This is an optimization exercise on Yosys and OpenROAD, whose aim is small area, a short achievable clock period and few clock cycles per item, not a production implementation.
In this exercise RTL edits were held to simulation tests only and were not proved equivalent to the original.

File: flow/design.v
package ece571f23_g5_aes_pkg;
  localparam int AES_STATE_BYTES = 16;
  typedef logic [127:0] aes_state_t;
  typedef logic [7:0]   aes_byte_t;
  typedef enum logic [1:0] {
    IDLE,
    RUN,
    DONE
  } subbytes_state_e;
  function automatic logic [7:0] gf_mul(input logic [7:0] a, input logic [7:0] b);
    logic [7:0] p;
    logic [7:0] x;
    integer i;
    p = 8'h00;
    x = a;
    for (i = 0; i < 8; i = i + 1) begin
      if (b[i]) p = p ^ x;
      x = {x[6:0], 1'b0} ^ (x[7] ? 8'h1b : 8'h00);
    end
    gf_mul = p;
  endfunction
  function automatic logic [7:0] gf_inv(input logic [7:0] a);
    logic [7:0] r;
    logic [7:0] s;
    integer i;
    r = 8'h01;
    s = a;
    for (i = 1; i < 8; i = i + 1) begin
      s = gf_mul(s, s);
      r = gf_mul(r, s);
    end
    gf_inv = r;
  endfunction
  function automatic logic [7:0] sbox_fwd(input logic [7:0] a);
    logic [7:0] b;
    b = gf_inv(a);
    sbox_fwd = b ^ {b[6:0], b[7]} ^ {b[5:0], b[7:6]}
             ^ {b[4:0], b[7:5]} ^ {b[3:0], b[7:4]} ^ 8'h63;
  endfunction
  function automatic logic [7:0] sbox_inv(input logic [7:0] a);
    logic [7:0] b;
    b = {a[6:0], a[7]} ^ {a[4:0], a[7:5]}
      ^ {a[1:0], a[7:2]} ^ 8'h05;
    sbox_inv = gf_inv(b);
  endfunction
endpackage
module ece571f23_g5_aes_sbox
(
  output logic [7:0] out,
  input  logic [7:0] in
);
  assign out = ece571f23_g5_aes_pkg::sbox_fwd(in);
endmodule
module ece571f23_g5_aes_inv_sbox
(
  output logic [7:0] out,
  input  logic [7:0] in
);
  assign out = ece571f23_g5_aes_pkg::sbox_inv(in);
endmodule
module ece571f23_g5_aes_subbytes_seq
#(
  parameter int LANES = 4
) (
  input  logic         clk,
  input  logic         rst,
  input  logic         in_valid,
  output logic         in_ready,
  input  logic         in_inverse,
  input  logic [127:0] datain,
  output logic         out_valid,
  input  logic         out_ready,
  output logic [127:0] dataout,
  output logic         busy
);
  localparam int BEATS = ece571f23_g5_aes_pkg::AES_STATE_BYTES / LANES;
  localparam int BW    = (BEATS > 1) ? $clog2(BEATS) : 1;
  if (!(LANES == 1 || LANES == 2 || LANES == 4 ||
        LANES == 8 || LANES == 16)) begin : g_bad_lanes
    $fatal(1, "LANES must be 1, 2, 4, 8 or 16");
  end
  ece571f23_g5_aes_pkg::subbytes_state_e state_q, state_d;
  logic [BW-1:0]   beat_q, beat_d;
  ece571f23_g5_aes_pkg::aes_state_t      work_q, work_d;
  ece571f23_g5_aes_pkg::aes_byte_t lane_in  [LANES];
  ece571f23_g5_aes_pkg::aes_byte_t fwd_out  [LANES];
  ece571f23_g5_aes_pkg::aes_byte_t lane_out [LANES];
  logic      inv_q, inv_d;
  ece571f23_g5_aes_pkg::aes_byte_t inv_out [LANES];
  for (genvar l = 0; l < LANES; l++) begin : g_lane
    assign lane_in[l] =
      work_q[8*(int'(beat_q)*LANES + l) +: 8];
    ece571f23_g5_aes_sbox u_sbox (
      .out (fwd_out[l]),
      .in  (lane_in[l])
    );
    ece571f23_g5_aes_inv_sbox u_inv_sbox (
      .out (inv_out[l]),
      .in  (lane_in[l])
    );
    assign lane_out[l] = inv_q ? inv_out[l] : fwd_out[l];
  end
  always_comb begin
    state_d = state_q;
    beat_d  = beat_q;
    work_d  = work_q;
    inv_d   = inv_q;
    unique case (state_q)
      ece571f23_g5_aes_pkg::IDLE: begin
        if (in_valid) begin
          state_d = ece571f23_g5_aes_pkg::RUN;
          work_d  = datain;
          beat_d  = '0;
          inv_d   = in_inverse;
        end
      end
      ece571f23_g5_aes_pkg::RUN: begin
        for (int b = 0; b < ece571f23_g5_aes_pkg::AES_STATE_BYTES; b++) begin
          if (BW'(b / LANES) == beat_q)
            work_d[8*b +: 8] = lane_out[b % LANES];
        end
        if (beat_q == BW'(BEATS - 1)) state_d = ece571f23_g5_aes_pkg::DONE;
        else beat_d = beat_q + 1'b1;
      end
      ece571f23_g5_aes_pkg::DONE: begin
        if (out_ready) state_d = ece571f23_g5_aes_pkg::IDLE;
      end
      default: state_d = ece571f23_g5_aes_pkg::IDLE;
    endcase
  end
  always_ff @(posedge clk) begin
    if (rst) begin
      state_q <= ece571f23_g5_aes_pkg::IDLE;
      beat_q  <= '0;
      work_q  <= '0;
      inv_q   <= 1'b0;
    end else begin
      state_q <= state_d;
      beat_q  <= beat_d;
      work_q  <= work_d;
      inv_q   <= inv_d;
    end
  end
  assign in_ready  = (state_q == ece571f23_g5_aes_pkg::IDLE);
  assign out_valid = (state_q == ece571f23_g5_aes_pkg::DONE);
  assign busy      = (state_q != ece571f23_g5_aes_pkg::IDLE);
  assign dataout   = work_q;
endmodule
File: flow/run.sh
#!/bin/bash
# synth_recipe.tcl (not shown) runs the flow's synth.tcl, then flattens the netlist and writes it again
# the make line also repeats each setting of config.mk as NAME=value (left out here)
make -C /OpenROAD-flow-scripts/flow DESIGN_CONFIG=/design/flow/config.mk WORK_HOME=/design/flow/orfs CLKGATE_MAP_FILE= SYNTH_SCRIPT=/design/flow/synth_recipe.tcl finish
File: flow/config.mk
export PLATFORM = sky130hd
export DESIGN_NAME = ece571f23_g5_aes_subbytes_seq
export DESIGN_NICKNAME = ece571f23_g5_aes_subbytes_seq
export VERILOG_FILES = /design/flow/design.v
export SDC_FILE = /design/flow/constraint.sdc
export NUM_CORES = 4
export LEC_CHECK = 0
export CAP_MARGIN = 20
export CORE_MARGIN = 2
export CORE_UTILIZATION = 40
export SETUP_SLACK_MARGIN = 1.0
export SLEW_MARGIN = 20
File: flow/constraint.sdc
create_clock -name core_clock -period 17.5 [get_ports {clk}]
set_input_delay 3.5000 -clock core_clock [delete_from_list [all_inputs] [get_ports {clk}]]
set_output_delay 3.5000 -clock core_clock [all_outputs]
set_load 0.01 [all_outputs]
==> flow_summary.ini <==
[route]
drtIter0Drc = 10900
firstDrtPassIters = 6
via_per_inst = 5.67
ant_nets = 0
routed_wl_um = 400000
wl_per_cell_um = 19.5
vias = 116000
drcViolationCount = 0

[finish]
final_cell_area_um2 = 136000
area_growth_pct = 15.9
finalNetCount = 16800
final_common_cell = xnor2_1
final-instance-count-excl-fill = 20500
layout_common_cells = xnor2_1, nor2_1, nand2_1, buf_4, a21oi_1
fillers = 29100
drive_gt1_frac = 0.149

[timing]
hold_viol_final = 0
maxSlewHeadroom = 0.214
maxSlewViolCount = 0
fmax_ghz = 0.0628
setup_ws_ns = 1.59
period_share = 0.909
skew_ns = 0.0371
setup_tns_ns = 0
fin_crit_ns = 15.91
setup_viol = 0
whs_ns = 0.474
worst_pin_slew_ns = 1.18
rsz0062_at_grt = true

[global_routing]
track_usage = 0.254
grt_pass1_vias = 107000
antenna_found_initial = 8
grt_max_degree = 81
overflow = 0
grt_pass1_wl_um = 622000

[flow_run]
maxCapViolations = 0

[floorplan]
die-area_um2 = 297000
start_util = 0.402
die_w_um = 545
die_h_um = 545
coreArea_um2 = 291000
num_rows = 198
io_pins = 264

[critical_path]
critPathKind = register to register
cp_slowest_cell = mux4_2
end_kind = register
critPathMaxStageDelay_ns = 0.67
start_kind = register
rrSetupSlack_ns = 1.59
startpoint = beat_q[0]
cp_common_cell = buf_4
crit_required_ns = 17.93
reg2reg_from = beat_q[0]
critPathArrivalTime_ns = 16.34
path_max_fanout = 21
reg2reg_to = work_q[78]
endpoint = work_q[78]
reg2regPathDepth = 60

[yosys]
ys.flop_type = dfxtp_1
avgSynthCellArea_um2 = 7.24
synth_seq_area_share = 0.0227
synth_edf_count = 0
syn_area_um2 = 117000
synth_nets = 16400
yosysWarningCount = 9
synthArstFlopShare = 0
ys_ff_latch = 133
synth_cell_type_count = 125
syn_inst = 16200

[placed_design]
hpwl_um = 294000
placedCellCount = 20200
place.gp.congestion = 0.928
pre_cts_ws_ns = -0.458
post_dp_cell_area_um2 = 128000
place.port_buffers = 263

[clock_network]
root_buffer = clkbuf_16
clock_sinks = 133
clock_path_buffers = 3
tritoncts = yes
path_clk_slew_ns = 0.06
cts_buffers = 25
clk-insertion-delay-late_ns = 0.55
htreeDepth = 4

[worst_hold_path]
hold_path_class = register to register

[status]
status = complete, no violations
## state kept, by name (all words and copies together), names as in the netlist
register  flops
beat_q        2
state_q       2
work_q      128
inv_q         1
## per-layer routing
metal,wire (µm),part of all wire,vias to the layer above,track usage
met5,0,0,-,0
met4,16900,0.042,0,0.104
met3,20300,0.051,587,0.0158
met2,188000,0.47,3774,0.418
met1,175000,0.44,55300,0.345
li1,-,-,56500,-
## cells by family (layout without fill, tap and decap cells)
group                    after synthesis  after routing  share of synthesized area
AO/OA/AOI/OAI                       3455           3456                      0.189
multiplexers                         525            529                     0.0497
XOR/XNOR                            5138           5140                      0.480
flip-flops                           133            133                     0.0227
buffers and inverters               1314           1697                     0.0476
adder cells (fa/ha/maj)               64             64                    0.00667
AND/OR/NAND/NOR                     5550           5551                      0.204
other                                  0             11                          0
## worst min path at each step
stage | depth (start not counted) | end | slack, ns | startpoint
finish | 2 | work_q[98] | 0.47 | work_q[98]
global route | 2 | work_q[39] | 0.50 | work_q[39]
CTS | 2 | work_q[98] | 0.48 | work_q[98]
detailed placement | 2 | work_q[98] | 0.47 | work_q[98]
global placement | 2 | work_q[39] | 0.46 | work_q[39]
floorplan | 2 | work_q[83] | 0.49 | work_q[83]
## synth_stat cells, types with 118 or more instances
cell type     n  area, µm²
nor3_1      427       2140
nand3_1     327       1640
a31oi_1     139        870
clkbuf_1    736       2760
dfxtp_1     133       2660
nand2b_1    124        776
inv_1       129        484
xnor2_2     171       2780
xnor3_1     536      12100
o211ai_1    141       1060
buf_2       245       1230
a211oi_1    232       1740
nand2_1    1645       6170
o21ai_0     742       3710
o22ai_1     235       1470
nor2_1     2377       8920
mux2i_1     409       4090
nor2b_1     133        832
a22oi_1     118        886
xor2_1      876       7670
xnor2_1    3363      29500
a21oi_1     950       4750
## critical path, delay by kind of cell (launching register included)
kind                      cells  cell delay (ns)
AOI/OAI and AO/OA             9             1.99
xor gates and xnor gates     25             7.96
DFF                           1             0.44
muxes                         2             0.95
buffers and inverters        12             2.50
and+or+nand+nor              12             1.92
## layout make-up
type	count	area, µm²	area share
multi-input combinational	14700	115000	0.845
antenna	11	27.5	0.000203
inverter	180	688	0.00507
tap	3900	4880	0.0360
sequential	133	2670	0.0197
clock buffer	31	668	0.00492
clock inverter	2	60.1	0.000443
timing repair buffer	1484	12100	0.0889
## metrics by stage
stage / util
after floorplan: -
after global placement: 0.441
after detailed placement: 0.441
after CTS: 0.450
after global routing: 0.466
final: 0.466
## what timing repair did
item / CTS / global route
endpoints found under the setup margin: 128 / 128
endpoints found under the hold margin: 0 / 0
setup buffers: 58 / 192
pin swaps: 28 / 121
hold buffers: 0 / 0
resized for setup: 226 / 470
gates cloned: 1 / 7
Testbench counts, summed over its fixed seeds: cycles 6,144, items 1,024.

## what the ideal ports hide
The flow's constraints put no driver on any port. The routed layout listed below was extracted and timed again, unchanged, in two steps.
Step 1, drivers: a clkbuf_16 drives clk and a buf_2 each remaining input, both assumed.
Step 2, shift: input delay + t, output delay - t, t = (earliest + latest rising clock arrival at the registers) / 2. This alone moves slack from input paths to output paths.
a / b / c = ideal / step 1 / step 2; a / b = the first two.
t (ns): 0.609
setup WS [ns]: 1.589 / 1.589 / 1.589
worst setup path at the end: register to register
clock arrival spread, ns: 0.038 / 0.037
After both steps this run still meets setup and hold. For this run, drivers alone change the setup slack by 0.000 ns; drivers and shift together by 0.000 ns.
